This design comes from an exercise in tuning for small area and a short achievable clock period on the open sky130 flow, not from production work.
Only simulation tests tie the RTL to the original design; equivalence was not proved.

## raven
==> flow/design.v <==
`default_nettype none
module alu_result_stream (
  input  logic       clk,
  input  logic       reset,
  input  logic       clear,
  input  logic       wr_en,
  input  logic [7:0] wr_o,
  input  logic       wr_zr,
  input  logic       wr_ng,
  output logic       wr_full,
  output logic       overflow,
  output logic [7:0] count,
  output logic       rd_valid,
  input  logic       rd_ready,
  output logic [7:0] rd_o,
  output logic       rd_zr,
  output logic       rd_ng,
  output logic [4:0] rd_func,
  output logic [3:0] rd_opnd,
  output logic       rd_last
);
  localparam int ROWS = 18;
  localparam int COLS = 10;
  localparam logic [ROWS-1:0] C_ROW0 = ~(ROWS'(1));
  localparam logic [COLS-1:0] C_COL0 = ~(COLS'(1));
  logic [9:0]      r_mem [ROWS][COLS];
  logic [ROWS-1:0] r_wrow_n;    
  logic [COLS-1:0] r_wcol_n;
  localparam int RCOPIES = 4;   
  logic [ROWS-1:0] r_rrow [RCOPIES];  
  logic [COLS-1:0] r_rcol;
  logic [7:0]      r_count;
  logic [4:0]      r_func;
  logic [3:0]      r_opnd;
  logic            r_ovf;
  logic            r_full;
  logic            r_valid;
  logic            r_last;
  logic [9:0]      r_head;      
  logic            w_acc, w_pop;
  logic [9:0]      w_din;
  logic [9:0]      w_next;      
  assign w_din  = {wr_zr, wr_ng, wr_o};
  assign w_acc  = wr_en && !r_full;
  assign w_pop  = r_valid && rd_ready;
  logic [COLS-1:0] w_wcol_n;
  assign w_wcol_n = r_wcol_n | {COLS{r_full}};
  for (genvar r = 0; r < ROWS; r++) begin : g_wr
    for (genvar c = 0; c < COLS; c++) begin : g_wc
      if (r < ROWS - 1 || c < COLS - 1) begin : g_slot
        always_ff @(posedge clk) begin
          if (!(r_wrow_n[r] || w_wcol_n[c])) begin
            r_mem[r][c] <= w_din;
          end
        end
      end
    end
  end
  logic [9:0] w_colsel [COLS];
  always_comb begin
    for (int c = 0; c < COLS; c++) begin
      w_colsel[c] = '0;
      for (int r = 0; r < ROWS; r++) begin
        if (r < ROWS - 1 || c < COLS - 1) begin
          w_colsel[c] = w_colsel[c] |
                        (r_mem[r][c] & {10{r_rrow[c * RCOPIES / COLS][r]}});
        end
      end
    end
    w_next = '0;
    for (int c = 0; c < COLS; c++) begin
      w_next = w_next | (w_colsel[c] & {10{r_rcol[c]}});
    end
  end
  logic w_wwrap, w_rwrap;
  assign w_wwrap = !r_wcol_n[COLS-1] || (!r_wrow_n[ROWS-1] && !r_wcol_n[COLS-2]);
  assign w_rwrap = r_rcol[COLS-1] || (r_rrow[0][ROWS-1] && r_rcol[COLS-2]);
  logic c_is0, c_is1, c_is179;
  assign c_is0   = !r_valid;
  assign c_is1   = (r_count == 8'd1);
  assign c_is179 = (r_count == 8'd179);
  logic i_is178, i_is179;
  assign i_is178 = (r_func == 5'd17) && (r_opnd == 4'd8);
  assign i_is179 = (r_func == 5'd17) && (r_opnd == 4'd9);
  always_ff @(posedge clk or negedge reset) begin
    if (!reset) begin
      r_wrow_n <= C_ROW0;
      r_wcol_n <= C_COL0;
      for (int k = 0; k < RCOPIES; k++) r_rrow[k] <= ROWS'(1);
      r_rcol   <= COLS'(1);
      r_count  <= 8'd0;
      r_func   <= 5'd0;
      r_opnd   <= 4'd0;
      r_ovf    <= 1'b0;
      r_full   <= 1'b0;
      r_valid  <= 1'b0;
      r_last   <= 1'b0;
      r_head   <= 10'd0;
    end else if (clear) begin
      r_wrow_n <= C_ROW0;
      r_wcol_n <= C_COL0;
      for (int k = 0; k < RCOPIES; k++) r_rrow[k] <= ROWS'(1);
      r_rcol   <= COLS'(1);
      r_count  <= 8'd0;
      r_func   <= 5'd0;
      r_opnd   <= 4'd0;
      r_ovf    <= 1'b0;
      r_full   <= 1'b0;
      r_valid  <= 1'b0;
      r_last   <= 1'b0;
      r_head   <= 10'd0;
    end else begin
      if (wr_en && r_full) begin
        r_ovf <= 1'b1;
      end
      if (w_acc && !(c_is0 || (c_is1 && w_pop))) begin
        if (w_wwrap) begin
          r_wcol_n <= C_COL0;
          r_wrow_n <= {r_wrow_n[ROWS-2:0], r_wrow_n[ROWS-1]};
        end else begin
          r_wcol_n <= {r_wcol_n[COLS-2:0], r_wcol_n[COLS-1]};
        end
      end
      if (w_pop && !c_is1) begin
        if (w_rwrap) begin
          r_rcol   <= COLS'(1);
          for (int k = 0; k < RCOPIES; k++) begin
            r_rrow[k] <= {r_rrow[k][ROWS-2:0], r_rrow[k][ROWS-1]};
          end
        end else begin
          r_rcol   <= {r_rcol[COLS-2:0], r_rcol[COLS-1]};
        end
      end
      if (w_pop) begin
        if (r_opnd == 4'd9) begin
          r_opnd <= 4'd0;
          r_func <= (r_func == 5'd17) ? 5'd0 : r_func + 5'd1;
        end else begin
          r_opnd <= r_opnd + 4'd1;
        end
      end
      case ({w_acc, w_pop})
        2'b10: begin
          r_count <= r_count + 8'd1;
          r_full  <= c_is179;
          r_valid <= 1'b1;
        end
        2'b01: begin
          r_count <= r_count - 8'd1;
          r_full  <= 1'b0;
          r_valid <= !c_is1;
        end
        default: ;
      endcase
      if (w_pop) begin
        r_last <= i_is178 && (w_acc || !c_is1);
      end else begin
        r_last <= i_is179 && (w_acc || !c_is0);
      end
      if (c_is0 || (c_is1 && w_pop)) begin
        r_head <= w_acc ? w_din : 10'd0;
      end else if (w_pop) begin
        r_head <= w_next;
      end
    end
  end
  assign wr_full  = r_full;
  assign overflow = r_ovf;
  assign count    = r_count;
  assign rd_valid = r_valid;
  assign rd_o     = r_head[7:0];
  assign rd_ng    = r_head[8];
  assign rd_zr    = r_head[9];
  assign rd_func  = r_func;
  assign rd_opnd  = r_opnd;
  assign rd_last  = r_last;
endmodule
`default_nettype wire
clock: 5.5 ns
lec_check: 0
cap_margin: 40
core_margin: 2
core_utilization: 65
cts_buf_list: sky130_fd_sc_hd__clkbuf_16
cts_cluster_diameter: 150
cts_cluster_size: 25
setup_slack_margin: 3.1
slew_margin: 40
run.sh (not shown) runs the stock make flow with config.mk's settings and CLKGATE_MAP_FILE= SYNTH_SCRIPT=/design/flow/synth_recipe.tcl, a recipe that flattens the netlist after the stock synthesis.
raven | status: complete | timing, DRC, antenna: pass
The following lists how sierra was set up differently from raven:
-- flow/design.v --
<<< raven, line 27
  logic [ROWS-1:0] r_wrow_n;    
  logic [COLS-1:0] r_wcol_n;
  localparam int RCOPIES = 4;   
  logic [ROWS-1:0] r_rrow [RCOPIES];  
  logic [COLS-1:0] r_rcol;
  logic [7:0]      r_count;
  logic [4:0]      r_func;
>>> sierra, line 27
  logic [ROWS-1:0] r_wrow_n;    
  logic [COLS-1:0] r_wcol_n;
  logic [ROWS-1:0] r_rrow_n;    
  logic [COLS-1:0] r_rcol_n;
  logic [7:0]      r_count;
  logic [4:0]      r_func;
<<< raven, line 57
    end
  end
  logic [9:0] w_colsel [COLS];
  always_comb begin
    for (int c = 0; c < COLS; c++) begin
      w_colsel[c] = '0;
      for (int r = 0; r < ROWS; r++) begin
        if (r < ROWS - 1 || c < COLS - 1) begin
          w_colsel[c] = w_colsel[c] |
                        (r_mem[r][c] & {10{r_rrow[c * RCOPIES / COLS][r]}});
        end
      end
    end
    w_next = '0;
    for (int c = 0; c < COLS; c++) begin
      w_next = w_next | (w_colsel[c] & {10{r_rcol[c]}});
    end
  end
  logic w_wwrap, w_rwrap;
  assign w_wwrap = !r_wcol_n[COLS-1] || (!r_wrow_n[ROWS-1] && !r_wcol_n[COLS-2]);
  assign w_rwrap = r_rcol[COLS-1] || (r_rrow[0][ROWS-1] && r_rcol[COLS-2]);
  logic c_is0, c_is1, c_is179;
  assign c_is0   = !r_valid;
>>> sierra, line 56
    end
  end
  logic [9:0] w_rowsel [ROWS];
  always_comb begin
    for (int r = 0; r < ROWS; r++) begin
      w_rowsel[r] = '1;
      for (int c = 0; c < COLS; c++) begin
        if (r < ROWS - 1 || c < COLS - 1) begin
          w_rowsel[r] = w_rowsel[r] & (r_mem[r][c] | {10{r_rcol_n[c]}});
        end
      end
    end
    w_next = '1;
    for (int r = 0; r < ROWS; r++) begin
      w_next = w_next & (w_rowsel[r] | {10{r_rrow_n[r]}});
    end
  end
  logic w_wwrap, w_rwrap;
  assign w_wwrap = !r_wcol_n[COLS-1] || (!r_wrow_n[ROWS-1] && !r_wcol_n[COLS-2]);
  assign w_rwrap = !r_rcol_n[COLS-1] || (!r_rrow_n[ROWS-1] && !r_rcol_n[COLS-2]);
  logic c_is0, c_is1, c_is179;
  assign c_is0   = !r_valid;
<<< raven, line 87
      r_wrow_n <= C_ROW0;
      r_wcol_n <= C_COL0;
      for (int k = 0; k < RCOPIES; k++) r_rrow[k] <= ROWS'(1);
      r_rcol   <= COLS'(1);
      r_count  <= 8'd0;
      r_func   <= 5'd0;
>>> sierra, line 85
      r_wrow_n <= C_ROW0;
      r_wcol_n <= C_COL0;
      r_rrow_n <= C_ROW0;
      r_rcol_n <= C_COL0;
      r_count  <= 8'd0;
      r_func   <= 5'd0;
<<< raven, line 100
      r_wrow_n <= C_ROW0;
      r_wcol_n <= C_COL0;
      for (int k = 0; k < RCOPIES; k++) r_rrow[k] <= ROWS'(1);
      r_rcol   <= COLS'(1);
      r_count  <= 8'd0;
      r_func   <= 5'd0;
>>> sierra, line 98
      r_wrow_n <= C_ROW0;
      r_wcol_n <= C_COL0;
      r_rrow_n <= C_ROW0;
      r_rcol_n <= C_COL0;
      r_count  <= 8'd0;
      r_func   <= 5'd0;
<<< raven, line 124
      if (w_pop && !c_is1) begin
        if (w_rwrap) begin
          r_rcol   <= COLS'(1);
          for (int k = 0; k < RCOPIES; k++) begin
            r_rrow[k] <= {r_rrow[k][ROWS-2:0], r_rrow[k][ROWS-1]};
          end
        end else begin
          r_rcol   <= {r_rcol[COLS-2:0], r_rcol[COLS-1]};
        end
      end
>>> sierra, line 122
      if (w_pop && !c_is1) begin
        if (w_rwrap) begin
          r_rcol_n <= C_COL0;
          r_rrow_n <= {r_rrow_n[ROWS-2:0], r_rrow_n[ROWS-1]};
        end else begin
          r_rcol_n <= {r_rcol_n[COLS-2:0], r_rcol_n[COLS-1]};
        end
      end
==> comparison <==
The final layouts of sierra and raven pass the timing, design-rule and antenna checks.
Per the comparison of sierra with raven, met2 usage went up 1.0 points, cell area after technology mapping went down about 4%, fraction of area in multi-input gates went down 0.95 points, via count held.
Non-clock buffer count, sierra vs raven: up by more than 10%

[static timing again, ports no longer ideal]
No port has a modelled driver above. Below, the same layouts with a new extraction and two added sets of constraints. Step 1 assumes that a clkbuf_16 drives the clock port and a buf_2 every other input. Step 2 also shifts input and output timing later by t, the mid clock arrival at the registers, as if the neighbouring blocks saw the same clock. Three values: ideal, step 1, step 2; two values: the first two.
| run | t, ns | setup WS [ns] | worst setup path after step 2 | worst register clock-pin slew, ns | pins driven straight from the clock port |
|---|---|---|---|---|---|
| raven | 0.778 | 2.841 / 2.841 / 2.270 | input to register | 0.11 / 0.11 | 1 |
| sierra | 0.782 | 2.935 / 2.922 / 2.482 | input to register | 0.10 / 0.10 | 1 |
After both steps every run listed still meets setup and hold. For raven, which loses most, drivers alone change the setup slack by 0.000 ns; drivers and shift together by -0.571 ns.
